Background: an optimization exercise with open tools, aiming at small area, a short achievable clock period and few clock cycles per item. Do not read the settings as production practice.

Design pi_current_loop_pwm, start of the top module:
module pi_current_loop_pwm (
    input  logic                              i_clk,
    input  logic                              i_rst_n,
    input  logic                              i_in_valid,
    output logic                              i_in_ready,
    input  logic [picl_pkg::CUR_W-1:0]        i_in_raw_current,
    input  logic [picl_pkg::CUR_W-1:0]        i_in_current_target,
    input  logic [picl_pkg::PWM_W-1:0]        i_in_throttle_level,
    input  logic [picl_pkg::CUR_W-1:0]        i_in_current_ceiling,
    input  logic                              i_in_other_fault,
    output logic                              o_out_valid,
    input  logic                              o_out_ready,
    output logic [picl_pkg::PWM_W-1:0]        o_out_duty_width,
    output logic [picl_pkg::SR_W-1:0]         o_out_sr_width,
    output logic                              o_out_vref_flag,
    output logic [picl_pkg::FB_W-1:0]         o_out_norm_current,
    output logic [picl_pkg::CUR_W-1:0]        o_out_peak_current,
    output logic [picl_pkg::AVG_W-1:0]        o_out_pwm_average,
    output logic                              o_out_fault_off,
    input  logic                              psel,
    input  logic                              penable,
    input  logic                              pwrite,
    input  logic [picl_pkg::CFG_ADDR_W-1:0]   paddr,
    input  logic [picl_pkg::CFG_DATA_W-1:0]   pwdata,
    output logic [picl_pkg::CFG_DATA_W-1:0]   prdata,
    output logic                              pready
);
Size: about 5700 cells after synthesis, about 180 I/O pins, about 44000 sq um of cells after synthesis.
Settings: LEC_CHECK=0, CAP_MARGIN=20, CORE_MARGIN=2, CORE_UTILIZATION=40, SLEW_MARGIN=20; clock period 19.0 ns.
run.sh (not shown) runs the stock make flow with config.mk's settings and CLKGATE_MAP_FILE= SYNTH_SCRIPT=/design/flow/synth_recipe.tcl, a recipe that flattens the netlist after the stock synthesis.
Next try:
--- a/flow/config.mk
+++ b/flow/config.mk
@@ -7,0 +8 @@
+export ABC_CLOCK_PERIOD_IN_PS = 4000
=> Register-to-register slack stays flat. Utilization does not change. Global-route usage stays the same. Cell area stays the same. Cell count is unchanged. Die area stays the same. Synthesized cell count is unchanged. Wire length is unchanged. Clock-buffer cell count stays the same.
No functional check of the RTL was part of any run of this note.

* * *

Another version of the RTL of pi_current_loop_pwm (not shown whole).
Size in the first run: about 3900 cells after synthesis, roughly 420 flip-flops, ~180 I/O pins, roughly 37000 um^2 of cells after synthesis.
// pi_current_loop_pwm
module pi_current_loop_pwm (
    input  logic                              i_clk,
    input  logic                              i_rst_n,
    input  logic                              i_in_valid,
    output logic                              i_in_ready,
    input  logic [picl_pkg::CUR_W-1:0]        i_in_raw_current,
    input  logic [picl_pkg::CUR_W-1:0]        i_in_current_target,
    input  logic [picl_pkg::PWM_W-1:0]        i_in_throttle_level,
    input  logic [picl_pkg::CUR_W-1:0]        i_in_current_ceiling,
    input  logic                              i_in_other_fault,
    output logic                              o_out_valid,
    input  logic                              o_out_ready,
    output logic [picl_pkg::PWM_W-1:0]        o_out_duty_width,
    output logic [picl_pkg::SR_W-1:0]         o_out_sr_width,
    output logic                              o_out_vref_flag,
    output logic [picl_pkg::FB_W-1:0]         o_out_norm_current,
    output logic [picl_pkg::CUR_W-1:0]        o_out_peak_current,
    output logic [picl_pkg::AVG_W-1:0]        o_out_pwm_average,
    output logic                              o_out_fault_off,
    input  logic                              psel,
    input  logic                              penable,
    input  logic                              pwrite,
    input  logic [picl_pkg::CFG_ADDR_W-1:0]   paddr,
    input  logic [picl_pkg::CFG_DATA_W-1:0]   pwdata,
    output logic [picl_pkg::CFG_DATA_W-1:0]   prdata,
    output logic                              pready
);
    picl_pkg::t_cfg      w_cfg;
    picl_pkg::t_in_item  w_item;
    picl_pkg::t_out_item w_result;
    picl_regs u_regs (
        .i_clk   (i_clk),
        .i_rst_n (i_rst_n),
        .psel    (psel),
        .penable (penable),
        .pwrite  (pwrite),
        .paddr   (paddr),
        .pwdata  (pwdata),
  ...
==> flow/config.mk <==
export PLATFORM = sky130hd
export DESIGN_NAME = pi_current_loop_pwm
export DESIGN_NICKNAME = pi_current_loop_pwm
export VERILOG_FILES = /design/flow/design.v
export SDC_FILE = /design/flow/constraint.sdc
export NUM_CORES = 4
export LEC_CHECK = 0
export CAP_MARGIN = 20
export CORE_MARGIN = 2
export CORE_UTILIZATION = 40
export SLEW_MARGIN = 20
==> flow/constraint.sdc <==
create_clock -name core_clock -period 19.0 [get_ports {i_clk}]
set_input_delay 3.8000 -clock core_clock [delete_from_list [all_inputs] [get_ports {i_clk}]]
set_output_delay 3.8000 -clock core_clock [all_outputs]
set_load 0.01 [all_outputs]
Change:
==> flow/flow/run.sh (new file) <==
#!/bin/bash
# Standard ORFS layout, with the repair steps asked to leave extra setup
# slack (the clock constraint itself is the design's, unchanged).
set -euo pipefail
export SETUP_SLACK_MARGIN=${PICL_SETUP_MARGIN:-13}
bash standard.sh > standard.log 2>&1
==> flow/standard.sh (new file) <==
#!/bin/bash
# synth_recipe.tcl (not shown) runs the flow's synth.tcl, then flattens the netlist and writes it again
# the make line also repeats each setting of config.mk as NAME=value (left out here)
make -C /OpenROAD-flow-scripts/flow DESIGN_CONFIG=/design/flow/config.mk WORK_HOME=/design/flow/orfs CLKGATE_MAP_FILE= SYNTH_SCRIPT=/design/flow/synth_recipe.tcl "${@:-finish}"
--- a/flow/config.mk
+++ b/flow/config.mk
@@ -6,4 +6,5 @@
 export NUM_CORES = 4
 export LEC_CHECK = 0
+export ABC_AREA = 1
 export CAP_MARGIN = 20
 export CORE_MARGIN = 2
removed: flow/run.sh
Effect: The new run went through all stages and came out clean; core utilization stays flat; count of clock-buffer cells in the layout went down by 3; setup slack improved by 0.34 ns; sequential share of layout area went down by 0.75 points; critical path depth climbs by 3; cell area climbs by 3.2%; hold slack improved by 0.0093 ns; global-route usage rises by 1.3 points; routed wire length is higher by about 11%.
Change:
--- a/flow/config.mk
+++ b/flow/config.mk
@@ -6,5 +6,4 @@
 export NUM_CORES = 4
 export LEC_CHECK = 0
-export ABC_AREA = 1
 export CAP_MARGIN = 20
 export CORE_MARGIN = 2
Die area decreases by 2.4%.
Routed wire length decreases by 9.4%.
Non-clock buffer count is unchanged.
Cell area decreases by about 2.8%.
Utilization hardly moves.
Synthesized cell count decreases by 15%.
Flip-flop and latch count is unchanged.
Synthesized area decreases by 2.5%.
No run of this note included a check of the RTL's function; only the layout flow was run.

==> re-timing with driven ports <==
Ports are ideal in the flow. The routed layouts listed here were re-timed in OpenROAD.
Step 1 sets driving cells, clkbuf_16 on the clock port and buf_2 on the other inputs (assumed; they add their load-dependent delay and slew).
Step 2 adds t to the input delays and takes it off the output delays; t is the mean of the earliest and latest rising clock arrival at the registers after step 1. Input paths then give back, and output paths get back, about the clock's delay inside the block.
Slacks: ideal / step 1 / step 2; pairs: ideal / step 1.
run	t (ns)	setup slack, ns	hold WS [ns]
the first run of note 1	0.665	10.354 / 10.354 / 10.354	0.413 / 0.413 / 0.413
the second run of note 1	0.665	10.354 / 10.354 / 10.354	0.413 / 0.413 / 0.413
the first run of note 2	0.680	12.632 / 12.569 / 12.165	0.412 / 0.412 / 0.412
the second run of note 2	0.670	12.971 / 12.911 / 12.618	0.421 / 0.421 / 0.421
the third run of note 2	0.684	13.033 / 12.968 / 12.554	0.412 / 0.412 / 0.412
After both steps every run listed still meets setup and hold. For the third run of note 2, which loses most, drivers alone change the setup slack by -0.065 ns; drivers and shift together by -0.479 ns.
